What follows belongs to an exercise in optimizing a design on an open flow for small area, a short achievable clock period and few clock cycles per item; a production flow would make more cautious choices.
The RTL was checked by simulation tests, not by an equivalence proof against the original design.
Power and IR drop assume default switching activity.

[design/flow/flow/run.sh]
#!/bin/bash
# standard layout with plain buffers on the ports (instead of the delay cells
# buffer_ports picks by default), sizing free to change cell footprints, and
# clock tree sinks clustered by 20 without dummy loads
set -euo pipefail
bash standard.sh \
  "BUFFER_PORTS_ARGS=-buffer_cell sky130_fd_sc_hd__buf_4" \
  MATCH_CELL_FOOTPRINT=0 \
  "CTS_ARGS=-sink_clustering_enable -repair_clock_nets -dont_use_dummy_load -sink_clustering_size 20 -sink_clustering_max_diameter 100" \
  finish > flow_standard.log 2>&1
[design/flow/standard.sh]
#!/bin/bash
# synth_recipe.tcl (not shown) runs the flow's synth.tcl, then flattens the netlist and writes it again
# the make line also repeats each setting of config.mk as NAME=value (left out here)
make -C /OpenROAD-flow-scripts/flow DESIGN_CONFIG=/design/flow/config.mk WORK_HOME=/design/flow/orfs CLKGATE_MAP_FILE= SYNTH_SCRIPT=/design/flow/synth_recipe.tcl "${@:-finish}"
[design/flow/config.mk]
export PLATFORM = sky130hd
export DESIGN_NAME = trivium_keystream_generator_top
export DESIGN_NICKNAME = trivium_keystream_generator_top
export VERILOG_FILES = /design/flow/design.v
export SDC_FILE = /design/flow/constraint.sdc
export NUM_CORES = 4
export LEC_CHECK = 0
export ABC_CLOCK_PERIOD_IN_PS = 2200
export CAP_MARGIN = 20
export CORE_MARGIN = 2
export CORE_UTILIZATION = 60
export SETUP_SLACK_MARGIN = 2.7
export SLEW_MARGIN = 20
export TNS_END_PERCENT = 20
[design/flow/constraint.sdc]
create_clock -name core_clock -period 5.0 [get_ports {i_clk}]
set_input_delay 1.0000 -clock core_clock [delete_from_list [all_inputs] [get_ports {i_clk}]]
set_output_delay 1.0000 -clock core_clock [all_outputs]
set_load 0.01 [all_outputs]
[design/flow/design.v]
package tksg_pkg;
    localparam int STATE_BITS = 288;
    localparam int KEY_BITS   = 80;
    localparam int IV_BASE    = 93;
    localparam int WORD_BITS  = 64;
    localparam int COUNT_W    = 7;
    localparam int ROUNDS_W   = 12;
    localparam int CFG_IDX_W  = 3;
    localparam int UNROLL     = 64;    
    localparam int OFF_W      = 6;     
    localparam logic [ROUNDS_W-1:0] WARMUP_RESET = 12'd576;
    localparam logic OP_RESTART  = 1'b0;
    localparam logic OP_GENERATE = 1'b1;
    localparam logic [CFG_IDX_W-1:0] CFG_KEY_LOW  = 3'd0;
    localparam logic [CFG_IDX_W-1:0] CFG_KEY_HIGH = 3'd1;
    localparam logic [CFG_IDX_W-1:0] CFG_IV_LOW   = 3'd2;
    localparam logic [CFG_IDX_W-1:0] CFG_IV_HIGH  = 3'd3;
    localparam logic [CFG_IDX_W-1:0] CFG_WARMUP   = 3'd4;
    typedef struct packed {
        logic               load;        
        logic               step64;      
        logic               out_we;      
        logic               out_par;     
        logic               out_shift;   
        logic               ins_bit;     
        logic [OFF_W-1:0]   off;         
        logic               cnt_we;      
        logic [COUNT_W-1:0] cnt;
    } t_cmd;
endpackage
module tksg_ctrl #(
    parameter int MAX_BITS_PER_ITEM = 64
) (
    input  logic                             i_clk,
    input  logic                             i_rst_n,
    input  logic                             i_in_valid,
    output logic                             o_in_ready,
    input  logic                             i_opcode,
    input  logic [tksg_pkg::COUNT_W-1:0]     i_bits_wanted,
    output logic                             o_out_valid,
    input  logic                             i_out_ready,
    input  logic                             i_cfg_we,
    input  logic [tksg_pkg::CFG_IDX_W-1:0]   i_cfg_index,
    input  logic [tksg_pkg::ROUNDS_W-1:0]    i_cfg_warm,
    output tksg_pkg::t_cmd                   o_cmd
);
    localparam int RW = tksg_pkg::ROUNDS_W;
    localparam int CW = tksg_pkg::COUNT_W;
    localparam int OW = tksg_pkg::OFF_W;
    localparam int SW = RW - OW;
    typedef enum logic [1:0] {
        K_EMPTY = 2'd0,      
        K_PAR   = 2'd1,      
        K_SER   = 2'd2       
    } t_kind;
    logic [RW-1:0] r_warm;
    logic [SW-1:0] r_steps;          
    logic          r_steps_nz;       
    logic [OW-1:0] r_off;
    logic          r_off63;          
    logic          r_rdy;
    logic          r_fast;           
    logic          r_out_valid;
    logic          r_pend;
    t_kind         r_kind;
    logic          r_ser;            
    logic          r_phase;          
    logic [CW-1:0] r_n;
    logic [OW-1:0] r_si;             
    logic          r_take;           
    logic          r_zero;
    logic          accept;
    logic          slot_free;
    logic [CW-1:0] n_in;
    logic [CW-1:0] n_acc;
    t_kind         kind_in;
    t_kind         kind;
    logic          go;               
    logic          empty_exec;
    logic          new_par;
    logic          pend_par;
    logic          par_exec;
    logic          ser_shift;
    logic          ser_last;
    logic          ser_take;
    logic          load;
    logic          pend_next;
    logic          steps_nz_next;
    logic [OW-1:0] off_next;
    logic          rdy_next;
    assign accept    = i_in_valid && r_rdy;
    assign slot_free = !r_out_valid || i_out_ready;
    assign n_in      = i_bits_wanted[CW-1] ? CW'(MAX_BITS_PER_ITEM) : i_bits_wanted;
    assign load      = accept && (i_opcode == tksg_pkg::OP_RESTART);
    assign n_acc     = (i_opcode == tksg_pkg::OP_RESTART) ? '0 : n_in;
    always_comb begin
        if (i_opcode == tksg_pkg::OP_RESTART || n_in == '0 || r_zero)
            kind_in = K_EMPTY;
        else if (n_in[CW-1] && r_off == '0)
            kind_in = K_PAR;
        else
            kind_in = K_SER;
    end
    assign kind = r_pend ? r_kind : kind_in;
    assign go   = accept || r_pend;
    assign empty_exec = go && kind == K_EMPTY && slot_free;
    assign new_par    = i_in_valid && r_fast && i_opcode && i_bits_wanted[CW-1];
    assign pend_par   = r_pend && r_kind == K_PAR;
    assign par_exec   = (pend_par || new_par) && slot_free;
    assign ser_shift  = r_ser && r_phase && !r_out_valid;
    assign ser_last   = ser_shift && r_si == '1;
    assign ser_take   = ser_shift && r_take;
    assign pend_next  = go && !empty_exec && !par_exec && !ser_last;
    assign steps_nz_next = load ? (r_warm[RW-1:OW] != '0)
                                : (r_steps_nz && r_steps != SW'(1));
    always_comb begin
        off_next = r_off;
        if (load)
            off_next = r_warm[OW-1:0];
        else if (ser_take)
            off_next = r_off + 1'b1;
    end
    assign rdy_next = !pend_next && !steps_nz_next;
    always_comb begin
        o_cmd           = '0;
        o_cmd.load      = load;
        o_cmd.step64    = r_steps_nz || par_exec || (ser_take && r_off63);
        o_cmd.out_we    = empty_exec || par_exec || ser_shift;
        o_cmd.out_par   = par_exec;
        o_cmd.out_shift = ser_shift;
        o_cmd.ins_bit   = r_take;
        o_cmd.off       = r_off;
        o_cmd.cnt_we    = empty_exec || par_exec || ser_last;
        o_cmd.cnt       = par_exec ? CW'(MAX_BITS_PER_ITEM) : (r_pend ? r_n : n_acc);
    end
    always_ff @(posedge i_clk) begin
        if (!i_rst_n) begin
            r_warm      <= tksg_pkg::WARMUP_RESET;
            r_steps     <= '0;
            r_steps_nz  <= 1'b0;
            r_off       <= '0;
            r_off63     <= 1'b0;
            r_rdy       <= 1'b1;
            r_fast      <= 1'b0;
            r_out_valid <= 1'b0;
            r_pend      <= 1'b0;
            r_ser       <= 1'b0;
            r_phase     <= 1'b0;
            r_zero      <= 1'b1;
        end else begin
            if (i_cfg_we && i_cfg_index == tksg_pkg::CFG_WARMUP)
                r_warm <= i_cfg_warm;
            if (load)
                r_steps <= r_warm[RW-1:OW];
            else if (r_steps_nz)
                r_steps <= r_steps - 1'b1;
            r_steps_nz  <= steps_nz_next;
            r_off       <= off_next;
            r_off63     <= (off_next == '1);
            r_rdy       <= rdy_next;
            r_fast      <= rdy_next && (off_next == '0) && !(r_zero && !load);
            r_out_valid <= empty_exec || par_exec || ser_last ||
                           (r_out_valid && !i_out_ready);
            r_pend      <= pend_next;
            r_ser       <= (r_ser && !ser_last) || (accept && kind_in == K_SER);
            r_phase     <= r_ser && !r_out_valid && !r_phase;
            if (load)
                r_zero <= 1'b0;
        end
    end
    always_ff @(posedge i_clk) begin
        if (accept) begin
            r_kind <= kind_in;
            r_n    <= n_acc;
            r_si   <= '0;
            r_take <= 1'b1;
        end else if (ser_shift) begin
            r_si   <= r_si + 1'b1;
            r_take <= (CW'(r_si) + 1'b1 < r_n);
        end
    end
    assign o_in_ready  = r_rdy;
    assign o_out_valid = r_out_valid;
endmodule
module tksg_dp (
    input  logic                                 i_clk,
    input  logic                                 i_rst_n,
    input  logic                                 i_cfg_we,
    input  logic [tksg_pkg::CFG_IDX_W-1:0]       i_cfg_index,
    input  logic [tksg_pkg::WORD_BITS-1:0]       i_cfg_data,
    input  tksg_pkg::t_cmd                       i_cmd,
    output logic [tksg_pkg::WORD_BITS-1:0]       o_keystream_word,
    output logic [tksg_pkg::COUNT_W-1:0]         o_bit_count
);
    localparam int SB = tksg_pkg::STATE_BITS;
    localparam int WB = tksg_pkg::WORD_BITS;
    localparam int U  = tksg_pkg::UNROLL;
    logic [63:0]   r_key_low;
    logic [15:0]   r_key_high;
    logic [63:0]   r_iv_low;
    logic [15:0]   r_iv_high;
    logic [3:0]    r_cz;             
    logic [SB-1:0] r_state;
    logic [SB-1:0] load_state;
    logic [SB-1:0] st64;
    logic [U-1:0]  z64;
    logic          zsel;
    logic [15:0]   r_zgrp;           
    logic [WB-1:0] r_out_word;
    logic [tksg_pkg::COUNT_W-1:0] r_out_count;
    function automatic logic [SB:0] round(input logic [SB-1:0] s);
        logic t1, t2, t3;
        logic [SB-1:0] n;
        t1 = s[65]  ^ s[92];
        t2 = s[161] ^ s[176];
        t3 = s[242] ^ s[287];
        n      = {s[SB-2:0], 1'b0};
        n[0]   = t3 ^ (s[285] & s[286]) ^ s[68];
        n[93]  = t1 ^ (s[90]  & s[91])  ^ s[170];
        n[177] = t2 ^ (s[174] & s[175]) ^ s[263];
        round = {t1 ^ t2 ^ t3, n};
    endfunction
    always_comb begin : p_round
        logic [SB:0] r;
        logic [SB-1:0] s;
        s   = r_state;
        for (int i = 0; i < U; i++) begin
            r      = round(s);
            z64[i] = r[SB];
            s      = r[SB-1:0];
        end
        st64 = s;
    end
    always_comb begin
        load_state = '0;
        load_state[63:0]    = r_key_low  & {64{!r_cz[0]}};
        load_state[79:64]   = r_key_high & {16{!r_cz[1]}};
        load_state[156:93]  = r_iv_low   & {64{!r_cz[2]}};
        load_state[172:157] = r_iv_high  & {16{!r_cz[3]}};
        load_state[287:285] = 3'b111;
    end
    always_ff @(posedge i_clk) begin
        if (!i_rst_n) begin
            r_cz <= '1;
        end else if (i_cfg_we) begin
            unique case (i_cfg_index)
                tksg_pkg::CFG_KEY_LOW:  r_cz[0] <= 1'b0;
                tksg_pkg::CFG_KEY_HIGH: r_cz[1] <= 1'b0;
                tksg_pkg::CFG_IV_LOW:   r_cz[2] <= 1'b0;
                tksg_pkg::CFG_IV_HIGH:  r_cz[3] <= 1'b0;
                default: ;
            endcase
        end
    end
    always_ff @(posedge i_clk) begin
        if (i_rst_n && i_cfg_we) begin
            unique case (i_cfg_index)
                tksg_pkg::CFG_KEY_LOW:  r_key_low  <= i_cfg_data;
                tksg_pkg::CFG_KEY_HIGH: r_key_high <= i_cfg_data[15:0];
                tksg_pkg::CFG_IV_LOW:   r_iv_low   <= i_cfg_data;
                tksg_pkg::CFG_IV_HIGH:  r_iv_high  <= i_cfg_data[15:0];
                default: ;
            endcase
        end
    end
    always_ff @(posedge i_clk) begin
        if (i_cmd.load) begin
            r_state <= load_state;
        end else if (i_cmd.step64) begin
            r_state <= st64;
        end
    end
    always_ff @(posedge i_clk) begin
        for (int g = 0; g < 16; g++)
            r_zgrp[g] <= z64[4*g + int'(i_cmd.off[1:0])];
    end
    assign zsel = r_zgrp[i_cmd.off[5:2]];
    always_ff @(posedge i_clk) begin
        if (i_cmd.out_we) begin
            if (i_cmd.out_par)
                r_out_word <= z64;
            else if (i_cmd.out_shift)
                r_out_word <= {zsel && i_cmd.ins_bit, r_out_word[WB-1:1]};
            else
                r_out_word <= '0;
        end
        if (i_cmd.cnt_we)
            r_out_count <= i_cmd.cnt;
    end
    assign o_keystream_word = r_out_word;
    assign o_bit_count      = r_out_count;
endmodule
module trivium_keystream_generator_top #(
    parameter int MAX_BITS_PER_ITEM = 64
) (
    input  logic                               i_clk,
    input  logic                               i_rst_n,
    input  logic                               i_in_valid,
    output logic                               o_in_ready,
    input  logic                               i_opcode,
    input  logic [tksg_pkg::COUNT_W-1:0]       i_bits_wanted,
    output logic                               o_out_valid,
    input  logic                               i_out_ready,
    output logic [tksg_pkg::WORD_BITS-1:0]     o_keystream_word,
    output logic [tksg_pkg::COUNT_W-1:0]       o_bit_count,
    input  logic                               i_cfg_we,
    input  logic [tksg_pkg::CFG_IDX_W-1:0]     i_cfg_index,
    input  logic [tksg_pkg::WORD_BITS-1:0]     i_cfg_data
);
    tksg_pkg::t_cmd cmd;
    tksg_ctrl #(
        .MAX_BITS_PER_ITEM (MAX_BITS_PER_ITEM)
    ) u_ctrl (
        .i_clk         (i_clk),
        .i_rst_n       (i_rst_n),
        .i_in_valid    (i_in_valid),
        .o_in_ready    (o_in_ready),
        .i_opcode      (i_opcode),
        .i_bits_wanted (i_bits_wanted),
        .o_out_valid   (o_out_valid),
        .i_out_ready   (i_out_ready),
        .i_cfg_we      (i_cfg_we),
        .i_cfg_index   (i_cfg_index),
        .i_cfg_warm    (i_cfg_data[tksg_pkg::ROUNDS_W-1:0]),
        .o_cmd         (cmd)
    );
    tksg_dp u_dp (
        .i_clk            (i_clk),
        .i_rst_n          (i_rst_n),
        .i_cfg_we         (i_cfg_we),
        .i_cfg_index      (i_cfg_index),
        .i_cfg_data       (i_cfg_data),
        .i_cmd            (cmd),
        .o_keystream_word (o_keystream_word),
        .o_bit_count      (o_bit_count)
    );
endmodule
==> results of run 1 <==
[stage by stage]
stage / cell area (um2) / power, W / setup WS [ns] / hold WS, ns
floorplan: 30200 / 0.0118 / 1.36 / 0.432
global placement: 31400 / 0.0146 / 1.46 / 0.441
detailed placement: 31400 / 0.0146 / 1.37 / 0.456
CTS: 32700 / 0.0175 / 2.59 / 0.468
global route: 32800 / 0.0183 / 2.51 / 0.483
finish: 32800 / 0.0180 / 2.56 / 0.463
[critical path: stages (launching register included)]
cell and delay, ns:
edfxtp_1 0.69, xnor2_1 0.49, xor2_1 0.14, xnor2_1 0.59
o22ai_1 0.18, a221oi_1 0.23
[power by group through the flow]
stage	Combinational, W	Sequential (W)	Clock [W]
after floorplan	0.00512	0.00669	0
after global placement	0.00704	0.00754	0
after detailed placement	0.00707	0.00756	0
after CTS	0.00724	0.00745	0.00283
after global routing	0.00783	0.00753	0.00299
final	0.00758	0.00755	0.00283
[metal layers]
metal | GRT usage, % | share of wire [%] | vias up
li1 | - | - | 9881
met5 | 0 | 0.012 | -
met4 | 20.4 | 5.9 | 2
met1 | 59.3 | 40 | 11200
met2 | 59.2 | 42 | 1613
met3 | 9.86 | 13 | 262
[logic make-up (layout without fill, tap and decap cells)]
| logic type | Yosys count | in the layout |
|---|---|---|
| and+or+nand+nor | 973 | 981 |
| AOI/OAI and AO/OA | 352 | 352 |
| muxes | 6 | 6 |
| DFF | 588 | 588 |
| buffers and inverters | 278 | 256 |
| adders and majority gates | 11 | 11 |
| xor gates and xnor gates | 717 | 717 |
[state kept, by name, indices dropped and copies added (netlist names), 7 cells and up]
register          count
u_dp.r_out_count      7
u_ctrl.r_warm        12
u_ctrl.r_n            7
u_dp.r_out_word      64
u_dp.r_iv_low        64
u_dp.r_key_low       64
u_dp.r_zgrp          16
u_dp.r_iv_high       16
u_dp.r_state        288
u_dp.r_key_high      16
[repair_timing]
action / CTS / global route
pin swaps: 10 / 5
setup endpoints to repair: 584 / 562
hold buffers: 0 / 0
gates resized for setup: 26 / 11
cloned: 10 / 1
setup buffers: 17 / 1
[placed cells by master (no fill, tap or decap), drive strengths merged, types with 5 or more instances in the layout]
cell / instances
a21boi: 12
and3b: 5
o211a: 7
nor3: 60
a221oi: 16
xnor2: 570
nand3: 253
a21oi: 78
nand2b: 6
o22ai: 11
xor2: 147
buf: 200
ha: 11
a31o: 58
dfxtp: 188
a211oi: 65
a22o: 5
or3: 5
edfxtp: 400
inv: 15
and2: 13
clkbuf: 38
nand2: 526
o21ai: 83
mux4: 5
nor2: 79
[cell type report]
cell class              instances  share of cell area, %
flip-flops and latches        588                   48.1
multi-input cells            2067                   41.0
repair buffers                203                   5.41
clock buffers                  35                   2.67
well taps                     672                   2.57
inverters                      18                  0.218
[path summary, 6_finish.rpt]
| check | from | to | slack (ns) | depth (start not counted) |
|---|---|---|---|---|
| worst max-delay path | u_dp.r_state[122] | u_dp.r_zgrp[13] | 2.56 | 5 |
| worst min-delay path | u_ctrl.r_zero | u_ctrl.r_zero | 0.46 | 2 |
| worst max register to register | u_dp.r_state[122] | u_dp.r_zgrp[13] | 2.56 | 5 |
| worst min register to register | u_ctrl.r_zero | u_ctrl.r_zero | 0.46 | 2 |
==> flow_summary.ini, run 1 <==
[floorplanning]
dieArea_um2 = 52100
ios = 153
chipWidth_um = 228
start_util_pct = 60.5
dieHeight_um = 228
row_count = 82
coreArea_um2 = 49900

[timing]
slew_headroom_pct = 22.5
tightest_slew_ns = 1.16
rsz0062_at_grt = yes
finalSetupViolCount = 0
finClkSkew_ns = 0.0494
hold_viol_final = 0
max_freq_ghz = 0.410
setup_tns_ns = 0
finalCritPeriodShare_pct = 48.8
slew_violations = 0
min_period_ns = 2.44

[layout]
multi_input_area_um2 = 13400
regArea_um2 = 15800
layout-drive-gt1-share_pct = 11.6
final_cells = 3583
syn2layout_area_growth_pct = 8.66
nNetsFinal = 3004
fillers = 4045
fin_util_pct = 65.7
n_antenna_cell = 0

[synthesis]
yosys.area_share.simple_pct = 14.2
syn_area_um2 = 30200
ys_seq_area_share_pct = 52.3
yosysWarningCount = 2
yosys.area_share.xor_xnor_pct = 20.8
synth-adder-area-share_pct = 0.456
synth_top_cell_area_share_pct = 39.8
yosys_register_bits = 588
synth_common_cells = xnor2_1 (570), nand2_1 (523), edfxtp_1 (400), nand3_1 (251), dfxtp_1 (188)
synth_mux_area_share_pct = 0.407
syn-num-nets = 3016
synth_ff_type = edfxtp_1
synth_top_family_by_area = XOR/XNOR gates
ys_top_cells_by_area = edfxtp_1 (40%), xnor2_1 (17%), dfxtp_1 (12%)
synth_area_leader_cell = edfxtp_1
synth_edf_count = 400
synthArstFlopShare_pct = 0
avgSynthCellArea_um2 = 10.3
synthCells = 2925
synth.distinct_cells = 67
synth_compound_area_share_pct = 7.87
post-synth-top-count-cell = xnor2_1

[placement]
place.detailed.hpwl_mm = 78.0
placed_cells = 3519
gp_congestion = 1.06
io_buffers = 152

[detailed_routing]
drtIter0Drc = 3788
routed_wirelength_mm = 110
vias = 22900
wl_per_cell_um = 30.6
drt_pre_antenna_iters = 7
ant_nets = 0
post_drt_via_cell_ratio = 6.40
drc_errors = 0

[pwr]
vdd_drop_max_mv = 0.381
p_clk_share_pct = 15.8
p_leak_nw = 11.2
combPwrFrac_pct = 42.2
powerDensity_nw_per_um2 = 548
switching_share_pct = 42.4
power.switching_w = 0.00761
internal-power_w = 0.0104
pwr-share-seq_pct = 42.0

[worst_setup_path]
worstPathRequired_ns = 5.48
endpoint_kind = flop
path_max_fanout = 5
cp-start-kind = flop
cp.arrival_ns = 2.92
criticalPathCategory = flop to flop

[worst_hold_path]
hold_path_class = flop to flop

[grt]
grt-ovfl-total = 0
grt_max_degree = 107
grt_antenna_before_repair = 5
grtUsageTotal_pct = 41.4
grt_pass1_vias = 21000
grt_first_pass_wirelength_mm = 153

[clock_tree]
clk_pin_slew_ns = 0.08
cts_buffers = 35
htree_levels = 2
clk_latency_ns = 0.60
cts_tree = built
cts_buffer_depth = 3
cts.sinks = 588
root_buffer = clkbuf_16

[flow_run]
drv_cap = 0

[outcome]
outcome = no timing/DRC/antenna violations
Testbench counts, summed over its fixed seeds: cycles 1,352, items 65,536.
==> inputs of run 2 (changes only) <==
--- a/design/flow/config.mk
+++ b/design/flow/config.mk
@@ -9,6 +9,5 @@
 export CAP_MARGIN = 20
 export CORE_MARGIN = 2
-export CORE_UTILIZATION = 60
-export SETUP_SLACK_MARGIN = 2.7
+export CORE_UTILIZATION = 65
+export SETUP_SLACK_MARGIN = 2.8
 export SLEW_MARGIN = 20
-export TNS_END_PERCENT = 20
==> run 2 against run 1 <==
Compared with the run above:
- combinational power rose by 5.5%
- core utilization rose by 9.1 points
- sequential cell count did not move
- worst setup slack got worse by 0.018 ns
- wire length rose by 3.6%
- first-iteration DRC count rose by 8.5%
- via count rose by 6.0%
- sequential share of layout area fell by 1.9 points
- synthesized cell count did not move
- area after synthesis did not move
- highest routed layer is now met4
==> flow_summary.ini, run 2 <==
[grt]
grt_pass1_vias = 21900
grt_max_degree = 117
grtUsageTotal_pct = 45.8
grt-ovfl-total = 0
grt_first_pass_wirelength_mm = 155
grt_antenna_before_repair = 1

[pwr]
powerDensity_nw_per_um2 = 540
p_leak_nw = 11.8
combPwrFrac_pct = 43.4
vdd_drop_max_mv = 0.362
internal-power_w = 0.0105
total_power_w = 0.0184
power.switching_w = 0.00789
switching_share_pct = 42.9
pwr-share-seq_pct = 41.2
p_clk_share_pct = 15.4

[layout]
fillers = 3010
syn2layout_area_growth_pct = 13.1
fin_util_pct = 74.8
final_common_cell = xnor2_1
nNetsFinal = 3030
mostFrequentLayoutCells = xnor2_1 (543), nand2_1 (520), edfxtp_1 (400), dfxtp_1 (184), nand3_1 (180)
stdcell_area_um2 = 34100
top_register = u_dp.r_state
layout-drive-gt1-share_pct = 17.8
largest_reg_flops = 288

[clock_tree]
cts_tree = built
ctsHoldBuffers = 0
cts_buffer_depth = 3
cts.sinks = 588
htree_levels = 2
clk_latency_ns = 0.60
clk_pin_slew_ns = 0.09
cts_buffers = 35
root_buffer = clkbuf_16

[synthesis]
ys_top_cells_by_area = edfxtp_1 (40%), xnor2_1 (17%), dfxtp_1 (12%)
post-synth-top-count-cell = xnor2_1
synth_area_leader_cell = edfxtp_1
syn_area_um2 = 30200
synthArstFlopShare_pct = 0
synth_ff_type = edfxtp_1
synthCells = 2925
ys_seq_area_share_pct = 52.3
syn-num-nets = 3016
synth.distinct_cells = 67
avgSynthCellArea_um2 = 10.3
yosys_register_bits = 588
synth_edf_count = 400
synth_top_cell_area_share_pct = 39.8
yosysWarningCount = 2
synth_common_cells = xnor2_1 (570), nand2_1 (523), edfxtp_1 (400), nand3_1 (251), dfxtp_1 (188)

[timing]
tightest_slew_ns = 1.02
slew_headroom_pct = 31.9
finalCritPeriodShare_pct = 49.2
hold_viol_final = 0
min_period_ns = 2.46
finalSetupViolCount = 0
setup_tns_ns = 0
finClkSkew_ns = 0.0512
max_freq_ghz = 0.407
slew_violations = 0
rsz0062_at_grt = yes

[detailed_routing]
post_drt_via_cell_ratio = 6.87
ant_nets = 0
drtIter0Drc = 4111
wl_per_cell_um = 32.1
vias = 24300
drt_pre_antenna_iters = 6
routed_wirelength_mm = 114
drc_errors = 0

[floorplanning]
chipWidth_um = 219
row_count = 78
dieHeight_um = 219
dieArea_um2 = 48100
coreArea_um2 = 45600
ios = 153
start_util_pct = 66.2

[worst_setup_path]
critPathMaxStageDelay_ns = 0.54
criticalPathCategory = primary input to flop
cp.arrival_ns = 2.74
crit_chain = buf_6 > or4_4 > o41ai_4 > o221ai_4 > buf_12 > nand3_4 > clkbuf_16
worstPathRequired_ns = 5.28
slowest_stage = or4_4
path_max_fanout = 8
cpLargestDelayFamily = simple AND/OR/NAND/NOR gates
endpoint_kind = flop
cp-start-kind = primary input
path_buf_inv = 3

[outcome]
outcome = no timing/DRC/antenna violations

[worst_hold_path]
hold_path_class = flop to flop

[placement]
dpl_cell_area_um2 = 31900
io_buffers = 152
place.detailed.hpwl_mm = 77.4
gp_congestion = 1.06

[flow_run]
drv_cap = 0
## run 2: cell type report
cell class	instances	area [um2]	area share (%)
flip-flops and latches	588	15800	46.3
diodes	1	2.50	0.00734
repair buffers	222	2200	6.45
clock buffers	35	876	2.57
well taps	600	751	2.20
inverters	18	72.6	0.213
multi-input cells	2074	14400	42.3
## run 2: power groups by stage
stage,clock network [W],registers (W),logic [W]
finish,0.00284,0.00758,0.00800
global route,0.00296,0.00754,0.00823
CTS,0.00280,0.00744,0.00745
floorplan,0,0.00668,0.00538
detailed placement,0,0.00755,0.00719
global placement,0,0.00754,0.00710
## run 2: repair_timing
| action | in CTS | in global routing |
|---|---|---|
| gates resized for setup | 44 | 43 |
| gates cloned | 21 | 9 |
| endpoints found under the setup margin | 622 | 600 |
| pin swaps | 9 | 7 |
| setup buffers | 17 | 14 |
## run 2: worst register-to-register path, cell delays in order, from the launching register on
cell	delay [ns]
edfxtp_1	0.65
xnor2_1	0.62
xnor2_1	0.17
xnor2_1	0.45
o21ai_0	0.13
## run 2: logic make-up (layout without fill, tap and decap cells)
kind of cell / count (synthesis) / after routing / synth area share, %
buf+inv: 278 / 275 / 3.95
flops: 588 / 588 / 52.3
compound gates: 352 / 352 / 7.87
simple gates: 973 / 988 / 14.2
other cells: 0 / 1 / 0
fa+ha+maj: 11 / 11 / 0.456
mux: 6 / 6 / 0.407
xor+xnor: 717 / 717 / 20.8
## run 2: worst paths after layout
kind	start	end	slack (ns)	depth (start not counted)
hold reg to reg	u_dp.r_state[187]	u_dp.r_state[251]	0.47	2
setup reg to reg	u_dp.r_state[118]	u_dp.r_out_word[58]	2.72	4
hold / removal	u_dp.r_state[187]	u_dp.r_state[251]	0.47	2
setup / recovery	i_bits_wanted[3]	u_dp.r_out_word[29]	2.54	7
## run 2: per-layer routing
layer / routed length [um] / vias up / track usage [%] / part of all wire, %
li1: - / 9950 / - / -
met1: 41300 / 11700 / 62.9 / 36
met2: 47100 / 2196 / 65.3 / 41
met3: 16700 / 406 / 13.7 / 15
met4: 8460 / 0 / 24.2 / 7.5
met5: 0 / - / 0 / 0
## run 2: metrics by stage
stage	std cells	hold slack, ns	setup WS (ns)
2_1_floorplan	2925	0.432	1.36
3_3_place_gp	3440	0.442	1.27
3_5_place_dp	3440	0.454	1.17
4_1_cts	3513	0.465	2.64
5_1_grt	3537	0.476	2.53
6_report	3538	0.466	2.54
==> inputs of run 3 (changes only) <==
--- a/design/flow/flow/run.sh
+++ b/design/flow/flow/run.sh
@@ -7,4 +7,4 @@
   "BUFFER_PORTS_ARGS=-buffer_cell sky130_fd_sc_hd__buf_4" \
   MATCH_CELL_FOOTPRINT=0 \
-  "CTS_ARGS=-sink_clustering_enable -repair_clock_nets -dont_use_dummy_load -sink_clustering_size 20 -sink_clustering_max_diameter 100" \
+  "CTS_ARGS=-sink_clustering_enable -repair_clock_nets -dont_use_dummy_load -sink_clustering_size 28 -sink_clustering_max_diameter 100" \
   finish > flow_standard.log 2>&1
--- a/design/flow/config.mk
+++ b/design/flow/config.mk
@@ -9,5 +9,5 @@
 export CAP_MARGIN = 20
 export CORE_MARGIN = 2
-export CORE_UTILIZATION = 65
-export SETUP_SLACK_MARGIN = 2.8
+export CORE_UTILIZATION = 60
+export SETUP_SLACK_MARGIN = 2.7
 export SLEW_MARGIN = 20
==> run 3 against run 2 <==
Compared with the run above:
- combinational power down 8.0%
- area after synthesis unchanged
- still clean
- total power shrank 5.8%
- via count decreased by 7.8%
- critical path depth is 1 lower
- worst hold slack improved by 0.0016 ns
- register-to-register slack worse by 0.08 ns
==> flow_summary.ini, run 3 <==
[outcome]
outcome = no timing/DRC/antenna violations

[clock_tree]
cts_buffer_depth = 3
clk_pin_slew_ns = 0.10
cts.sinks = 588
cts_buffers = 26
cts_tree = built
root_buffer = clkbuf_16
clk_latency_ns = 0.64
htree_levels = 1
ctsHoldBuffers = 0

[detailed_routing]
drc_errors = 0
post_drt_via_cell_ratio = 6.29
drtIter0Drc = 3233
routed_wirelength_mm = 103
drt_pre_antenna_iters = 7
wl_per_cell_um = 28.8
vias = 22400
ant_nets = 0

[synthesis]
ys_seq_area_share_pct = 52.3
ys_top_cells_by_area = edfxtp_1 (40%), xnor2_1 (17%), dfxtp_1 (12%)
yosysWarningCount = 2
synth_top_cell_area_share_pct = 39.8
synth_area_leader_cell = edfxtp_1
synthArstFlopShare_pct = 0
yosys_register_bits = 588
avgSynthCellArea_um2 = 10.3
synthCells = 2925
post-synth-top-count-cell = xnor2_1
synth_ff_type = edfxtp_1
synth_edf_count = 400
syn-num-nets = 3016
synth_common_cells = xnor2_1 (570), nand2_1 (523), edfxtp_1 (400), nand3_1 (251), dfxtp_1 (188)
synth.distinct_cells = 67
syn_area_um2 = 30200

[worst_setup_path]
worstPathRequired_ns = 5.29
path_max_fanout = 32
criticalPathCategory = primary input to flop
cp-start-kind = primary input
cp.arrival_ns = 2.66
endpoint_kind = flop

[layout]
layout-drive-gt1-share_pct = 11.2
nNetsFinal = 2977
fillers = 4085
largest_reg_flops = 288
final_common_cell = xnor2_1
syn2layout_area_growth_pct = 7.73
mostFrequentLayoutCells = xnor2_1 (563), nand2_1 (520), edfxtp_1 (400), nand3_1 (250), dfxtp_1 (185)
fin_util_pct = 65.2
top_register = u_dp.r_state

[floorplanning]
chipWidth_um = 228
row_count = 82
ios = 153
start_util_pct = 60.5
dieArea_um2 = 52100
coreArea_um2 = 49900
dieHeight_um = 228

[grt]
grtUsageTotal_pct = 38.4
grt_antenna_before_repair = 1
grt_pass1_vias = 20500
grt_first_pass_wirelength_mm = 145
grt_max_degree = 116
grt-ovfl-total = 0

[pwr]
powerDensity_nw_per_um2 = 534
vdd_drop_max_mv = 0.281
p_leak_nw = 11.0

[timing]
slew_headroom_pct = 25.9
slew_violations = 0
hold_viol_final = 0
rsz0062_at_grt = yes
max_freq_ghz = 0.421
tightest_slew_ns = 1.11
finalCritPeriodShare_pct = 47.5
finClkSkew_ns = 0.0764
finalSetupViolCount = 0
setup_tns_ns = 0
min_period_ns = 2.37

[placement]
place.detailed.hpwl_mm = 74.8
io_buffers = 152
gp_congestion = 1.04

[worst_hold_path]
hold_path_class = flop to flop

[flow_run]
drv_cap = 0
[run 3: changes by cell type in the layout (fill, tap and decap cells not counted), sizes merged]
cell	delta
buf	-25
nand2	-4
nand3	-6
and3b	-1
clkbuf	-15
and2	-2
[run 3: layout make-up]
type,instances,area (um2),share of cell area [%]
sequential,588,15800,48.6
multi-input combinational,2061,13400,41.3
timing repair buffer,191,1720,5.30
tap,672,841,2.59
clock buffer,26,651,2.00
inverter,18,70.1,0.216
antenna,1,2.50,0.00770
[run 3: repair_timing]
| action | in CTS | in global routing |
|---|---|---|
| endpoints found under the hold margin | 0 | 0 |
| gates resized for setup | 15 | 18 |
| setup endpoints to repair | 478 | 235 |
| gates cloned | 5 | 4 |
| pin swaps | 1 | 3 |
| buffers inserted | 3 | 4 |
[run 3: power by group]
part           switching [W]  total, W  internal [W]
Combinational        0.00436   0.00736       0.00300
Sequential           0.00147   0.00757       0.00610
Clock                0.00148   0.00242      0.000933
Total                0.00731    0.0173        0.0100
[run 3: critical path, stage by stage]
cell	delay, ns
buf_6	0.09
or4_4	0.54
o41ai_4	0.28
o221ai_2	0.23
nand3_4	0.23
clkbuf_16	0.28
[run 3: cell families after synthesis]
kind of cell / share of synthesized area [%]
and+or+nand+nor: 14.2
xor gates and xnor gates: 20.8
DFF: 52.3
AOI/OAI and AO/OA: 7.87
buffers and inverters: 3.95
adders and majority gates: 0.456
muxes: 0.407
[run 3: per-layer routing]
metal | up-vias | GRT usage [%] | share of wire, %
li1 | 9827 | - | -
met1 | 10900 | 54.8 | 40
met2 | 1461 | 54.8 | 41
met3 | 251 | 10.7 | 13
met4 | 0 | 17.2 | 6.1
met5 | - | 0 | 0
[run 3: through the flow]
| step | setup WS (ns) | area, um2 | hold slack (ns) | cells | power [W] |
|---|---|---|---|---|---|
| floorplan | 1.36 | 30300 | 0.432 | 2925 | 0.0118 |
| global placement | 1.69 | 31400 | 0.443 | 3514 | 0.0144 |
| detailed placement | 1.61 | 31400 | 0.445 | 3514 | 0.0145 |
| CTS | 2.62 | 32200 | 0.464 | 3548 | 0.0169 |
| global route | 2.60 | 32500 | 0.486 | 3557 | 0.0178 |
| finish | 2.63 | 32500 | 0.467 | 3557 | 0.0173 |
[run 3: worst paths after layout]
kind | from | slack [ns] | end | cells after the start
worst min register to register | u_dp.r_state[177] | 0.47 | u_dp.r_state[241] | 2
worst min-delay path | u_dp.r_state[177] | 0.47 | u_dp.r_state[241] | 2
worst max-delay path | i_bits_wanted[3] | 2.63 | u_dp.r_out_word[60] | 6
worst max register to register | u_dp.r_state[41] | 2.64 | u_dp.r_zgrp[12] | 5
==> inputs of run 4 (changes only) <==
--- a/design/flow/flow/run.sh
+++ b/design/flow/flow/run.sh
@@ -7,4 +7,4 @@
   "BUFFER_PORTS_ARGS=-buffer_cell sky130_fd_sc_hd__buf_4" \
   MATCH_CELL_FOOTPRINT=0 \
-  "CTS_ARGS=-sink_clustering_enable -repair_clock_nets -dont_use_dummy_load -sink_clustering_size 28 -sink_clustering_max_diameter 100" \
+  "CTS_ARGS=-sink_clustering_enable -repair_clock_nets -dont_use_dummy_load -sink_clustering_size 24 -sink_clustering_max_diameter 100" \
   finish > flow_standard.log 2>&1
--- a/design/flow/config.mk
+++ b/design/flow/config.mk
@@ -10,4 +10,4 @@
 export CORE_MARGIN = 2
 export CORE_UTILIZATION = 60
-export SETUP_SLACK_MARGIN = 2.7
+export SETUP_SLACK_MARGIN = 2.8
 export SLEW_MARGIN = 20
==> run 4 against run 3 <==
Compared with the run above:
- still clean on timing, DRC and antenna
- area after synthesis stayed put
- clock-buffer cell count increased by 3
- total power increased by 4.4%
- wire length rose by 6.7%
- clock power up 5%
- first-iteration DRC count up 6.9%
- fmax up 3.4%
- sequential share of layout area is 2.4 points lower
- via count up 3.9%
- critical endpoint is now u_dp.r_state[121]
==> flow_summary.ini, run 4 <==
[outcome]
outcome = no timing/DRC/antenna violations

[detailed_routing]
vias = 23300
drc_errors = 0
ant_nets = 0
drtIter0Drc = 3456
wl_per_cell_um = 30.1
post_drt_via_cell_ratio = 6.41
routed_wirelength_mm = 109
drt_pre_antenna_iters = 7

[clock_tree]
cts_tree = built
cts_buffer_depth = 3
ctsHoldBuffers = 0
htree_levels = 1
root_buffer = clkbuf_16
clk_latency_ns = 0.61
cts.sinks = 588
cts_buffers = 29
clk_pin_slew_ns = 0.10

[placement]
gp_congestion = 1.05
place_ws_ns = 1.18
io_buffers = 152
place.detailed.hpwl_mm = 77.0

[synthesis]
synth.distinct_cells = 67
syn_area_um2 = 30200
yosysWarningCount = 2
synth_common_cells = xnor2_1 (570), nand2_1 (523), edfxtp_1 (400), nand3_1 (251), dfxtp_1 (188)
yosys_register_bits = 588
synth_edf_count = 400
synthArstFlopShare_pct = 0
ys_top_cells_by_area = edfxtp_1 (40%), xnor2_1 (17%), dfxtp_1 (12%)
synthCells = 2925
ys_seq_area_share_pct = 52.3
synth_top_cell_area_share_pct = 39.8
syn-num-nets = 3016
synth_ff_type = edfxtp_1
avgSynthCellArea_um2 = 10.3
synth_area_leader_cell = edfxtp_1
post-synth-top-count-cell = xnor2_1

[timing]
rsz0062_at_grt = yes
hold_viol_final = 0
finalCritPeriodShare_pct = 45.9
slew_violations = 0
finClkSkew_ns = 0.0502
setup_ws_ns = 2.71
min_period_ns = 2.29
finalSetupViolCount = 0
slew_headroom_pct = 43.2
tightest_slew_ns = 0.845
max_freq_ghz = 0.436
setup_tns_ns = 0

[pwr]
switching_share_pct = 42.8
p_clk_share_pct = 14.1
combPwrFrac_pct = 44.2
internal-power_w = 0.0104
powerDensity_nw_per_um2 = 529
p_leak_nw = 11.9
vdd_drop_max_mv = 0.368
pwr-share-seq_pct = 41.7
power.switching_w = 0.00775

[floorplanning]
ios = 153
chipWidth_um = 228
start_util_pct = 60.5
row_count = 82
dieArea_um2 = 52100
dieHeight_um = 228
coreArea_um2 = 49900

[layout]
top_register = u_dp.r_state
nNetsFinal = 3049
final_common_cell = xnor2_1
layout-drive-gt1-share_pct = 18.4
mostFrequentLayoutCells = xnor2_1 (543), nand2_1 (520), edfxtp_1 (400), dfxtp_1 (183)
syn2layout_area_growth_pct = 13.5
fillers = 3780
largest_reg_flops = 288
n_antenna_cell = 0

[grt]
grt_antenna_before_repair = 2
grt-ovfl-total = 0
grt_first_pass_wirelength_mm = 152
grtUsageTotal_pct = 40.5
grt_pass1_vias = 21400
grt_max_degree = 118

[worst_setup_path]
cp-start-kind = flop
criticalPathCategory = flop to flop
endpoint_kind = flop
worstPathRequired_ns = 5.37
cp.arrival_ns = 2.67
path_max_fanout = 5
rrSetupSlack_ns = 2.71

[worst_hold_path]
hold_path_class = flop to flop

[flow_run]
drv_cap = 0
==> run 4: cell counts after synthesis <==
No cell type changed its count.
==> run 4: repair_timing <==
item,in CTS,in global routing
endpoints found under the setup margin,668,471
endpoints found under the hold margin,0,0
gates resized for setup,46,64
cloned,19,7
buffers inserted,27,31
pin swaps,10,3
==> run 4: worst max-delay path, cell delays in order, from the launching register on <==
cell	delay (ns)
edfxtp_1	0.60
xnor2_1	0.75
xor2_1	0.26
xnor2_1	0.17
nor3_2	0.06
a31o_2	0.22
==> run 4: power by group through the flow <==
stage	Sequential [W]	Clock (W)	Combinational (W)
after floorplan	0.00668	0	0.00538
after global placement	0.00753	0	0.00721
final	0.00756	0.00255	0.00801
after detailed placement	0.00755	0	0.00725
after global routing	0.00754	0.00271	0.00833
after CTS	0.00744	0.00256	0.00750
==> run 4: area by class of cell <==
cell class / count / area, um2 / area share, %
inverter: 18 / 70.1 / 0.205
tap: 672 / 841 / 2.46
clock buffer: 29 / 726 / 2.12
timing repair buffer: 248 / 2410 / 7.04
multi-input combinational: 2073 / 14400 / 42.1
sequential: 588 / 15800 / 46.1
==> run 4: logic make-up after synthesis <==
kind of cell,after synthesis,synth area share (%)
AO/OA/AOI/OAI,352,7.87
adder cells (fa/ha/maj),11,0.456
AND/OR/NAND/NOR,973,14.2
buffers and inverters,278,3.95
multiplexers,6,0.407
flip-flops,588,52.3
XOR/XNOR,717,20.8
==> run 4: worst paths after layout <==
kind                           from                end  cells past startpoint
hold / removal    u_dp.r_state[177]  u_dp.r_state[241]                      2
setup / recovery   u_dp.r_state[30]  u_dp.r_state[121]                      5
setup reg to reg   u_dp.r_state[30]  u_dp.r_state[121]                      5
hold reg to reg   u_dp.r_state[177]  u_dp.r_state[241]                      2
==> run 4: metrics by stage <==
step	utilization (%)	area, um2	instances	total power [W]	hold slack [ns]
after floorplan	-	31100	2925	0.0121	0.432
after global routing	68.6	34200	3628	0.0186	0.488
after detailed placement	64.3	32100	3515	0.0148	0.459
after global placement	64.3	32100	3514	0.0147	0.443
after CTS	67.3	33500	3590	0.0175	0.468
final	68.6	34200	3628	0.0181	0.468
==> run 4: metal layers <==
metal	part of all wire, %	vias to the layer above	GRT usage (%)	wire length (um)
met1	39	11500	58.7	43000
met4	5.8	2	17.7	6390
li1	-	9973	-	-
met3	12	259	8.83	13500
met2	42	1555	58.7	46400
met5	0.016	-	0	18
==> inputs of run 5 (changes only) <==
--- a/design/flow/config.mk
+++ b/design/flow/config.mk
@@ -10,4 +10,4 @@
 export CORE_MARGIN = 2
 export CORE_UTILIZATION = 60
-export SETUP_SLACK_MARGIN = 2.8
+export SETUP_SLACK_MARGIN = 2.6
 export SLEW_MARGIN = 20
==> run 5 against run 4 <==
Compared with the run above:
- still clean on timing, DRC and antenna
- combinational power is 8.5% lower
- synthesized cell count did not move
- clock skew grew 0.027 ns
- global-route usage decreased by 0.27 points
- non-clock buffer count down 62
- sequential share of layout area is 2.6 points higher
- register-to-register slack lost 0.16 ns
- core utilization is 3.6 points lower
- clock power about the same
- critical endpoint is now u_dp.r_out_word[53]
==> flow_summary.ini, run 5 <==
[pwr]
vdd_drop_max_mv = 0.326
p_leak_nw = 11.0
powerDensity_nw_per_um2 = 541
total_power_w = 0.0175

[detailed_routing]
drt_pre_antenna_iters = 6
drc_errors = 0
ant_nets = 0
routed_wirelength_mm = 106
drtIter0Drc = 3120
post_drt_via_cell_ratio = 6.35
vias = 22600
wl_per_cell_um = 29.9

[timing]
tightest_slew_ns = 1.10
hold_viol_final = 0
slew_headroom_pct = 26.4
setup_ws_ns = 2.55
finClkSkew_ns = 0.0769
setup_tns_ns = 0
slew_violations = 0
rsz0062_at_grt = no
finalSetupViolCount = 0
min_period_ns = 2.45
max_freq_ghz = 0.408
finalCritPeriodShare_pct = 49.1

[grt]
gr-usage-met2_pct = 57.7
grt-ovfl-total = 0
grtUsageTotal_pct = 40.3
grt_antenna_before_repair = 1
grt_pass1_vias = 21300
grt_max_degree = 131
met1_usage_pct = 57.6
top_usage_layer = met2
grt_util_met3_pct = 9.40
grt_first_pass_wirelength_mm = 151

[worst_setup_path]
worstPathRequired_ns = 5.37
path_buf_inv = 0
cp.arrival_ns = 2.82
endpoint_kind = flop
crit_chain = xnor2_1 > xnor2_1 > xnor2_1 > o21ai_0
slowest_stage = xnor2_1
cp-start-kind = flop
path_max_fanout = 6
critPathMaxStageDelay_ns = 0.76
crit_top_cell = xnor2_1
criticalPathCategory = flop to flop
cpLargestDelayFamily = XOR/XNOR gates

[synthesis]
avgSynthCellArea_um2 = 10.3
synth_mux_area_share_pct = 0.407
synth.distinct_cells = 67
post-synth-top-count-cell = xnor2_1
yosys_register_bits = 588
syn-num-nets = 3016
synthArstFlopShare_pct = 0
yosys.area_share.simple_pct = 14.2
syn_area_um2 = 30200
yosysWarningCount = 2
ys_seq_area_share_pct = 52.3
synth_area_leader_cell = edfxtp_1
yosys.area_share.xor_xnor_pct = 20.8
synthCells = 2925
synth_common_cells = xnor2_1 (570), nand2_1 (523), edfxtp_1 (400), nand3_1 (251), dfxtp_1 (188)
synth_compound_area_share_pct = 7.87
synth-adder-area-share_pct = 0.456
synth_ff_type = edfxtp_1
synth_top_family_by_area = XOR/XNOR gates
ys_top_cells_by_area = edfxtp_1 (40%), xnor2_1 (17%), dfxtp_1 (12%)
synth_edf_count = 400
synth_top_cell_area_share_pct = 39.8

[clock_tree]
ctsHoldBuffers = 0
cts.sinks = 588
htree_levels = 1
clk_latency_ns = 0.64
cts_tree = built
clk_pin_slew_ns = 0.10
root_buffer = clkbuf_16
cts_buffer_depth = 3
cts_buffers = 29

[placement]
io_buffers = 152
gp_congestion = 1.05
place_ws_ns = 1.62
place.detailed.hpwl_mm = 77.9

[outcome]
outcome = no timing/DRC/antenna violations

[flow_run]
drv_cap = 0

[floorplanning]
row_count = 82
chipWidth_um = 228
dieArea_um2 = 52100
ios = 153
start_util_pct = 60.5
dieHeight_um = 228
coreArea_um2 = 49900

[layout]
n_antenna_cell = 0
mostFrequentLayoutCells = xnor2_1 (566), nand2_1 (520), edfxtp_1 (400), nand3_1 (250), dfxtp_1 (187)
final_common_cell = xnor2_1
largest_reg_flops = 288
fillers = 4019
top_register = u_dp.r_state
fin_util_pct = 65.0
syn2layout_area_growth_pct = 7.46
nNetsFinal = 2975
layout-drive-gt1-share_pct = 10.9

[worst_hold_path]
hold_path_class = flop to flop
## run 5: cell type report
class	instances	area, um2	share of cell area, %
clock buffers	29	726	2.24
inverters	18	70.1	0.216
multi-input cells	2061	13400	41.3
flip-flops and latches	588	15800	48.7
well taps	672	841	2.59
repair buffers	186	1610	4.97
## run 5: metrics by stage
step / hold slack (ns) / cell area, um2 / std cells
after global placement: 0.443 / 31400 / 3512
after floorplan: 0.432 / 30300 / 2925
after detailed placement: 0.448 / 31400 / 3512
final: 0.471 / 32400 / 3554
after CTS: 0.465 / 32300 / 3551
after global routing: 0.485 / 32400 / 3554
## run 5: cell families (layout without fill, tap and decap cells)
group / Yosys count / in the layout
simple gates: 973 / 975
compound gates: 352 / 352
fa+ha+maj: 11 / 11
xor+xnor: 717 / 717
mux: 6 / 6
flops: 588 / 588
buf+inv: 278 / 233
## run 5: power breakdown
part	total [W]	switching (W)	leakage [nW]	internal [W]
sequential	0.00763	0.00153	5.37	0.00610
clock	0.00257	0.00153	0.357	0.00103
combinational	0.00733	0.00435	5.26	0.00298
## run 5: tightest hold or removal path, delay by kind of cell (launching register included)
kind / cells / cell delay, ns
AND/OR/NAND/NOR: 2 / 0.10
flip-flops: 1 / 0.34
## run 5: worst paths after layout
kind                               to  cells after the start               from  slack, ns
setup / recovery  u_dp.r_out_word[53]                      4  u_dp.r_state[234]       2.55
hold / removal          u_ctrl.r_zero                      2      u_ctrl.r_zero       0.47
hold reg to reg         u_ctrl.r_zero                      2      u_ctrl.r_zero       0.47
setup reg to reg  u_dp.r_out_word[53]                      4  u_dp.r_state[234]       2.55
## run 5: repair_timing
item,in CTS,in global routing
setup endpoints to repair,407,134
cloned,3,1
resized for setup,11,9
setup buffers,7,2
pin swaps,4,0
## run 5: routing by layer
metal | vias to the layer above | share of wire (%)
li1 | 9804 | -
met5 | - | 0
met2 | 1538 | 41
met4 | 0 | 6.2
met1 | 11000 | 40
met3 | 248 | 13
==> inputs of run 6 (changes only) <==
--- a/design/flow/flow/run.sh
+++ b/design/flow/flow/run.sh
@@ -5,5 +5,5 @@
 set -euo pipefail
 bash standard.sh \
-  "BUFFER_PORTS_ARGS=-buffer_cell sky130_fd_sc_hd__buf_4" \
+  "BUFFER_PORTS_ARGS=-buffer_cell sky130_fd_sc_hd__buf_2" \
   MATCH_CELL_FOOTPRINT=0 \
   "CTS_ARGS=-sink_clustering_enable -repair_clock_nets -dont_use_dummy_load -sink_clustering_size 24 -sink_clustering_max_diameter 100" \
--- a/design/flow/config.mk
+++ b/design/flow/config.mk
@@ -10,4 +10,4 @@
 export CORE_MARGIN = 2
 export CORE_UTILIZATION = 60
-export SETUP_SLACK_MARGIN = 2.6
+export SETUP_SLACK_MARGIN = 2.7
 export SLEW_MARGIN = 20
==> run 6 against run 5 <==
Compared with the run above:
- still clean
- combinational power increased by 3.3%
- non-clock buffer count rose by 8
- fmax grew 2.7%
- sequential cell count did not move
- total power up 0.89%
- worst setup slack better by 0.065 ns
- die area unchanged
- critical endpoint is now u_dp.r_zgrp[3]
==> flow_summary.ini, run 6 <==
[outcome]
outcome = no timing/DRC/antenna violations

[clock_tree]
cts_buffer_depth = 3
root_buffer = clkbuf_16
cts_buffers = 29
clk_pin_slew_ns = 0.09
clk_latency_ns = 0.66
ctsHoldBuffers = 0
cts.sinks = 588
cts_tree = built
htree_levels = 1

[grt]
grtUsageTotal_pct = 39.8
grt-ovfl-total = 0
grt_max_degree = 111
grt_pass1_vias = 20900
grt_antenna_before_repair = 0
grt_first_pass_wirelength_mm = 149

[timing]
finClkSkew_ns = 0.0888
min_period_ns = 2.39
finalSetupViolCount = 0
tightest_slew_ns = 1.10
slew_violations = 0
setup_ws_ns = 2.61
rsz0062_at_grt = yes
hold_slack_ns = 0.464
slew_headroom_pct = 26.6
setup_tns_ns = 0
max_freq_ghz = 0.419
finalCritPeriodShare_pct = 47.8
hold_viol_final = 0

[floorplanning]
chipWidth_um = 228
ios = 153
row_count = 82
dieArea_um2 = 52100
coreArea_um2 = 49900
dieHeight_um = 228
start_util_pct = 60.5

[pwr]
total_power_w = 0.0177
vdd_drop_max_mv = 0.319
powerDensity_nw_per_um2 = 547
p_leak_nw = 11.0

[placement]
gp_congestion = 1.07
dpl_cell_area_um2 = 31000
place.detailed.hpwl_mm = 78.0
io_buffers = 152
place_ws_ns = 1.64

[worst_setup_path]
endpoint_kind = flop
rrSetupSlack_ns = 2.61
path_max_fanout = 6
crit_top_cell = xnor2_1
cp-start-kind = flop
r2r_start = u_dp.r_state[230]
reg2reg_depth = 5
slowest_stage = dfxtp_1
r2r_end = u_dp.r_zgrp[3]
critPathMaxStageDelay_ns = 0.70
worstPathRequired_ns = 5.44
crit_chain = xnor2_1 > xnor2_1 > xnor2_1 > a22o_1 > a221oi_1
cp.arrival_ns = 2.83
criticalPathCategory = flop to flop

[synthesis]
synth_ff_type = edfxtp_1
synth_edf_count = 400
synth_mux_area_share_pct = 0.407
yosysWarningCount = 2
yosys.area_share.simple_pct = 14.2
post-synth-top-count-cell = xnor2_1
synth_top_family_by_area = XOR/XNOR gates
ys_seq_area_share_pct = 52.3
syn-num-nets = 3016
syn_area_um2 = 30200
synthArstFlopShare_pct = 0
yosys_register_bits = 588
synthCells = 2925
synth_common_cells = xnor2_1 (570), nand2_1 (523), edfxtp_1 (400), nand3_1 (251), dfxtp_1 (188)
synth_compound_area_share_pct = 7.87
synth_area_leader_cell = edfxtp_1
synth_top_cell_area_share_pct = 39.8
yosys.area_share.xor_xnor_pct = 20.8
avgSynthCellArea_um2 = 10.3
synth.distinct_cells = 67
synth-adder-area-share_pct = 0.456
ys_top_cells_by_area = edfxtp_1 (40%), xnor2_1 (17%), dfxtp_1 (12%)

[worst_hold_path]
min_to = u_dp.r_cz[2]
hold_path_class = flop to flop
hp-start = u_dp.r_cz[2]
holdPathStages = 2

[layout]
stdcell_area_um2 = 32300
regArea_um2 = 15800
top_register = u_dp.r_state
syn2layout_area_growth_pct = 7.22
layout-drive-gt1-share_pct = 11.7
final_common_cell = xnor2_1
fillers = 3965
mostFrequentLayoutCells = xnor2_1 (557), nand2_1 (520), edfxtp_1 (400), nand3_1 (250), dfxtp_1 (186)
largest_reg_flops = 288
multi_input_area_um2 = 13600
nNetsFinal = 2989
n_antenna_cell = 0

[detailed_routing]
highest_layer = met4
drc_errors = 0
drtIter0Drc = 3116
post_drt_via_cell_ratio = 6.41
vias = 22900
drt-met1-wl_mm = 41.3
ant_nets = 0
routed_wirelength_mm = 106
drt_pre_antenna_iters = 8
dr_wl_met2_mm = 44.7
met3_length_mm = 14.3
wl_per_cell_um = 29.8

[flow_run]
drv_cap = 0
## run 6: worst max path at each step
stage / cells after the start / start / slack (ns) / endpoint
after floorplan: 3 / i_rst_n / 1.36 / u_dp.r_key_low[0]
after global placement: 5 / i_in_valid / 1.70 / u_dp.r_out_word[35]
after detailed placement: 5 / i_in_valid / 1.64 / u_dp.r_out_word[34]
after CTS: 7 / i_opcode / 2.71 / u_dp.r_state[59]
after global routing: 5 / u_dp.r_state[42] / 2.67 / u_dp.r_zgrp[12]
final: 5 / u_dp.r_state[230] / 2.61 / u_dp.r_zgrp[3]
## run 6: report_power, final
| group | internal, W | leakage [nW] | total, W | switching, W |
|---|---|---|---|---|
| sequential | 0.00610 | 5.37 | 0.00755 | 0.00145 |
| clock | 0.00103 | 0.357 | 0.00256 | 0.00153 |
| combinational | 0.00296 | 5.32 | 0.00757 | 0.00460 |
## run 6: cells by family after synthesis
kind of cell,count (synthesis)
xor+xnor,717
fa+ha+maj,11
compound gates,352
mux,6
simple gates,973
buf+inv,278
flops,588
## run 6: area by class of cell
class                   instances  share of cell area (%)
clock buffers                  29                    2.24
flip-flops and latches        588                    48.8
well taps                     672                    2.60
inverters                      18                   0.224
multi-input cells            2067                    41.9
repair buffers                194                    4.19
## run 6: timing repair
| item | CTS | global route |
|---|---|---|
| pin swaps | 5 | 3 |
| setup endpoints to repair | 537 | 261 |
| setup buffers | 8 | 10 |
| cloned | 6 | 5 |
| resized for setup | 19 | 25 |
## run 6: per-layer routing
layer / vias up / global-route usage [%]
li1: 9864 / -
met1: 11100 / 56.6
met2: 1615 / 57.7
met3: 270 / 10.9
met4: 0 / 16.3
met5: - / 0
## run 6: critical path, delay by kind of cell, from the launching register on
family / cells / cell delay, ns
AOI/OAI and AO/OA: 2 / 0.56
xor gates and xnor gates: 3 / 0.99
DFF: 1 / 0.70
## run 6: stage by stage
step	cells	util (%)
2_1_floorplan	2925	-
3_3_place_gp	3510	62.1
3_5_place_dp	3510	62.2
4_1_cts	3553	64.1
5_1_grt	3568	64.8
6_report	3568	64.8
==> inputs of run 7 (changes only) <==
--- a/design/flow/flow/run.sh
+++ b/design/flow/flow/run.sh
@@ -5,5 +5,5 @@
 set -euo pipefail
 bash standard.sh \
-  "BUFFER_PORTS_ARGS=-buffer_cell sky130_fd_sc_hd__buf_2" \
+  "BUFFER_PORTS_ARGS=-buffer_cell sky130_fd_sc_hd__buf_4" \
   MATCH_CELL_FOOTPRINT=0 \
   "CTS_ARGS=-sink_clustering_enable -repair_clock_nets -dont_use_dummy_load -sink_clustering_size 24 -sink_clustering_max_diameter 100" \
--- a/design/flow/config.mk
+++ b/design/flow/config.mk
@@ -10,4 +10,5 @@
 export CORE_MARGIN = 2
 export CORE_UTILIZATION = 60
+export PLACE_DENSITY = 0.85
 export SETUP_SLACK_MARGIN = 2.7
 export SLEW_MARGIN = 20
==> run 7 against run 6 <==
Compared with the run above:
- still clean on timing, DRC and antenna
- non-clock buffer count up 14
- sequential share of layout area down 0.88 points
- clock power down 2%
- via count up 1.5%
- design area up 1.8%
- wire length up 4.7%
- worst setup slack worse by 0.030 ns
- highest routed layer unchanged
==> flow_summary.ini, run 7 <==
[outcome]
outcome = no timing/DRC/antenna violations

[clock_tree]
cts.sinks = 588
clk_pin_slew_ns = 0.09
root_buffer = clkbuf_16
clk_latency_ns = 0.64
htree_levels = 1
cts_buffers = 28
cts_buffer_depth = 3
cts_tree = built
ctsHoldBuffers = 0

[worst_setup_path]
rrSetupSlack_ns = 2.58
path_buf_inv = 0
crit_top_cell = xnor2_1
worstPathRequired_ns = 5.52
crit_chain = xnor2_1 > xor2_1 > xnor2_1 > o22ai_1 > a221oi_1
slowest_stage = edfxtp_1
criticalPathCategory = flop to flop
cp-start-kind = flop
critPathMaxStageDelay_ns = 0.65
endpoint_kind = flop
path_max_fanout = 5
cpLargestDelayFamily = XOR/XNOR gates
cp.arrival_ns = 2.93

[timing]
min_period_ns = 2.42
setup_tns_ns = 0
finalCritPeriodShare_pct = 48.4
finalSetupViolCount = 0
finClkSkew_ns = 0.0459
slew_headroom_pct = 24.4
hold_viol_final = 0
tightest_slew_ns = 1.13
rsz0062_at_grt = yes
slew_violations = 0
max_freq_ghz = 0.414

[synthesis]
syn_area_um2 = 30200
ys_top_cells_by_area = edfxtp_1 (40%), xnor2_1 (17%), dfxtp_1 (12%)
synthArstFlopShare_pct = 0
synth_common_cells = xnor2_1 (570), nand2_1 (523), edfxtp_1 (400), nand3_1 (251), dfxtp_1 (188)
synth_edf_count = 400
synth_area_leader_cell = edfxtp_1
post-synth-top-count-cell = xnor2_1
syn-num-nets = 3016
avgSynthCellArea_um2 = 10.3
synth_top_cell_area_share_pct = 39.8
synth_ff_type = edfxtp_1
ys_seq_area_share_pct = 52.3
synth.distinct_cells = 67
yosys_register_bits = 588
yosysWarningCount = 2
synthCells = 2925

[detailed_routing]
drt_pre_antenna_iters = 6
wl_per_cell_um = 31.0
routed_wirelength_mm = 111
drc_errors = 0
post_drt_via_cell_ratio = 6.47
vias = 23200
drtIter0Drc = 3700
ant_nets = 0

[layout]
syn2layout_area_growth_pct = 9.20
layout-drive-gt1-share_pct = 12.5
largest_reg_flops = 288
final_common_cell = xnor2_1
regArea_um2 = 15800
fillers = 3867
top_register = u_dp.r_state
multi_input_area_um2 = 13700
mostFrequentLayoutCells = xnor2_1 (555), nand2_1 (520), edfxtp_1 (400), nand3_1 (250), dfxtp_1 (186)
nNetsFinal = 3008

[floorplanning]
start_util_pct = 60.5
ios = 153
dieArea_um2 = 52100
dieHeight_um = 228
chipWidth_um = 228
row_count = 82
coreArea_um2 = 49900

[grt]
grt_pass1_vias = 21200
grt_max_degree = 122
grt_first_pass_wirelength_mm = 153
grt-ovfl-total = 0
grtUsageTotal_pct = 41.0
grt_antenna_before_repair = 2

[pwr]
p_leak_nw = 11.3
total_power_w = 0.0178
powerDensity_nw_per_um2 = 541
vdd_drop_max_mv = 0.394

[placement]
io_buffers = 152
place.detailed.hpwl_mm = 79.8
gp_congestion = 1.04

[worst_hold_path]
hold_path_class = flop to flop

[flow_run]
drv_cap = 0
-- run 7: cell counts after synthesis --
No cell type changed its count.
-- run 7: cell type report --
cell class	count	share of cell area [%]
inverters	18	0.220
flip-flops and latches	588	47.9
repair buffers	208	5.63
diodes	3	0.0228
well taps	672	2.55
multi-input cells	2073	41.5
clock buffers	28	2.13
-- run 7: layer usage --
layer	vias to the layer above	global-route usage [%]	share of wire, %
li1	9913	-	-
met1	11400	58.1	39
met2	1666	61.9	43
met3	268	8.71	12
met4	0	16.0	5.5
met5	-	0	0
-- run 7: timing repair --
action / CTS / global route
resized for setup: 27 / 29
buffers inserted: 17 / 11
pin swaps: 9 / 6
endpoints found under the hold margin: 0 / 0
endpoints found under the setup margin: 536 / 400
cloned: 10 / 8
-- run 7: stage by stage --
| stage | cell area, um2 | hold slack [ns] | utilization [%] | instances | worst slack (ns) |
|---|---|---|---|---|---|
| after detailed placement | 31400 | 0.454 | 63.0 | 3513 | 1.24 |
| after CTS | 32500 | 0.462 | 65.3 | 3568 | 2.55 |
| after global placement | 31400 | 0.444 | 63.0 | 3513 | 1.32 |
| final | 32900 | 0.468 | 66.0 | 3590 | 2.58 |
| after global routing | 32900 | 0.492 | 66.0 | 3587 | 2.59 |
| after floorplan | 30300 | 0.432 | - | 2925 | 1.36 |
-- run 7: power breakdown --
| part | switching, W | internal, W | total, W |
|---|---|---|---|
| logic | 0.00467 | 0.00308 | 0.00776 |
| registers | 0.00146 | 0.00610 | 0.00756 |
| clock network | 0.00151 | 0.000998 | 0.00251 |
-- run 7: cells by family after synthesis --
| group | synth area share [%] |
|---|---|
| compound gates | 7.87 |
| mux | 0.407 |
| simple gates | 14.2 |
| buf+inv | 3.95 |
| xor+xnor | 20.8 |
| flops | 52.3 |
| fa+ha+maj | 0.456 |
-- run 7: final timing paths --
| kind | cells past startpoint | startpoint | end |
|---|---|---|---|
| worst min-delay path | 2 | u_ctrl.r_zero | u_ctrl.r_zero |
| worst max register to register | 5 | u_dp.r_state[121] | u_dp.r_zgrp[13] |
| worst min register to register | 2 | u_ctrl.r_zero | u_ctrl.r_zero |
| worst max-delay path | 5 | u_dp.r_state[121] | u_dp.r_zgrp[13] |
-- run 7: worst min-delay path, delay by kind of cell (launching register included) --
family	cells	cell delay, ns
flops	1	0.34
simple gates	2	0.10
==> inputs of run 8 (changes only) <==
--- a/design/flow/config.mk
+++ b/design/flow/config.mk
@@ -10,5 +10,5 @@
 export CORE_MARGIN = 2
 export CORE_UTILIZATION = 60
-export PLACE_DENSITY = 0.85
+export PLACE_DENSITY = 0.75
 export SETUP_SLACK_MARGIN = 2.7
 export SLEW_MARGIN = 20
==> run 8 against run 7 <==
Compared with the run above:
- cell count shrank 0.11%
- die area stayed put
- sequential power is essentially flat
- global-route usage rose by 0.97 points
- clock power hardly changed
- still clean
- fmax is essentially flat
- worst setup slack worse by 0.0012 ns
- largest power group unchanged
- clock-buffer cell count is the same
- combinational power is 1% lower
==> flow_summary.ini, run 8 <==
[worst_setup_path]
worstPathRequired_ns = 5.50
endpoint_kind = flop
crit_top_cell = xnor2_1
slowest_stage = edfxtp_1
cp-start-kind = flop
path_max_fanout = 5
critPathMaxStageDelay_ns = 0.75

[floorplanning]
row_count = 82
coreArea_um2 = 49900
chipWidth_um = 228
dieArea_um2 = 52100
ios = 153
dieHeight_um = 228

[timing]
min_period_ns = 2.42
hold_viol_final = 0
hold_slack_ns = 0.457
finClkSkew_ns = 0.0677
slew_violations = 0
setup_tns_ns = 0
slew_headroom_pct = 32.3

[clock_tree]
cts_tree = built
clk_latency_ns = 0.66
cts_buffers = 28
ctsHoldBuffers = 0
htree_levels = 1

[outcome]
outcome = no timing/DRC/antenna violations

[synthesis]
post-synth-top-count-cell = xnor2_1
ys_seq_area_share_pct = 52.3
avgSynthCellArea_um2 = 10.3
synth-adder-area-share_pct = 0.456
yosys.area_share.xor_xnor_pct = 20.8
synthCells = 2925
syn_area_um2 = 30200
synth_common_cells = xnor2_1 (570), nand2_1 (523), edfxtp_1 (400), nand3_1 (251), dfxtp_1 (188)
syn-num-nets = 3016
synth_area_leader_cell = edfxtp_1
yosys_register_bits = 588
synthArstFlopShare_pct = 0
synth_compound_area_share_pct = 7.87
synth_ff_type = edfxtp_1

[pwr]
switching_share_pct = 42.9
combPwrFrac_pct = 43.2
p_leak_nw = 11.3
total_power_w = 0.0177
powerDensity_nw_per_um2 = 541
vdd_drop_max_mv = 0.317
internal-power_w = 0.0101
p_clk_share_pct = 14.2

[layout]
syn2layout_area_growth_pct = 8.83
fillers = 3939
top_register = u_dp.r_state
final_cells = 3586
largest_reg_flops = 288
nNetsFinal = 3005
layout-drive-gt1-share_pct = 12.1

[detailed_routing]
vias = 23100
drc_errors = 0
post_drt_via_cell_ratio = 6.43
routed_wirelength_mm = 111
wl_per_cell_um = 31.0
ant_nets = 0

[grt]
grt_max_degree = 110
grt_antenna_before_repair = 2
grt_first_pass_wirelength_mm = 156
grtUsageTotal_pct = 42.0
grt-ovfl-total = 0

[placement]
placed_cells = 3528
place.detailed.hpwl_mm = 81.4
gp_congestion = 1.04
io_buffers = 152

[flow_run]
drv_cap = 0
==> run 8: cell count changes in the layout (fill, tap and decap cells not counted), sizes merged <==
cell and change:
nand2 -4, diode -1, buf +4, and2 -3
==> run 8: routing by layer <==
layer / vias up / GRT usage, % / part of all wire (%)
li1: 9878 / - / -
met1: 11300 / 59.2 / 39
met2: 1642 / 61.4 / 43
met3: 263 / 10.2 / 13
met4: 0 / 19.3 / 5.5
met5: - / 0 / 0
==> run 8: worst max-delay path: cells and delay by family (launching register included) <==
| kind | cells | cell delay, ns |
|---|---|---|
| compound gates | 2 | 0.52 |
| flops | 1 | 0.75 |
| xor+xnor | 3 | 1.05 |
==> run 8: worst paths after layout <==
path / startpoint / endpoint / slack, ns / cells after the start
worst max-delay path: u_dp.r_state[126] / u_dp.r_zgrp[12] / 2.58 / 5
worst min-delay path: u_dp.r_state[177] / u_dp.r_state[241] / 0.46 / 2
worst max register to register: u_dp.r_state[126] / u_dp.r_zgrp[12] / 2.58 / 5
worst min register to register: u_dp.r_state[177] / u_dp.r_state[241] / 0.46 / 2
==> run 8: logic make-up after synthesis <==
logic type | count (synthesis)
and+or+nand+nor | 973
xor gates and xnor gates | 717
DFF | 588
AOI/OAI and AO/OA | 352
buffers and inverters | 278
adders and majority gates | 11
muxes | 6
==> run 8: repair_timing <==
action                                  in CTS  in global routing
buffers inserted                            13                  4
gates resized for setup                     25                 20
pin swaps                                    9                  3
gates cloned                                 8                  3
endpoints found under the setup margin     559                371
==> run 8: through the flow <==
stage | area [um2] | utilization, % | setup WS [ns]
after floorplan | 30300 | - | 1.36
after global placement | 31500 | 63.2 | 1.69
after detailed placement | 31500 | 63.2 | 1.64
after CTS | 32600 | 65.4 | 2.54
after global routing | 32800 | 65.8 | 2.62
final | 32800 | 65.8 | 2.58
==> run 8: final cells by class <==
cell class	count	area [um2]	share of cell area (%)
flip-flops and latches	588	15800	48.1
multi-input cells	2066	13500	41.2
repair buffers	212	1880	5.74
well taps	672	841	2.56
clock buffers	28	701	2.13
inverters	18	72.6	0.221
diodes	2	5.00	0.0152
==> run 8: power groups by stage <==
stage	clock network [W]	logic, W	registers, W
6_report	0.00252	0.00766	0.00756
5_1_grt	0.00267	0.00794	0.00755
4_1_cts	0.00252	0.00731	0.00747
3_5_place_dp	0	0.00714	0.00758
3_3_place_gp	0	0.00710	0.00756
2_1_floorplan	0	0.00513	0.00668

Setup slack of run 8, layout unchanged: 2.580 ns with ideal ports, 2.580 ns with driving cells assumed (clock clkbuf_16, inputs buf_2), 1.998 ns with port delays also shifted by the 0.685 ns mid clock arrival.
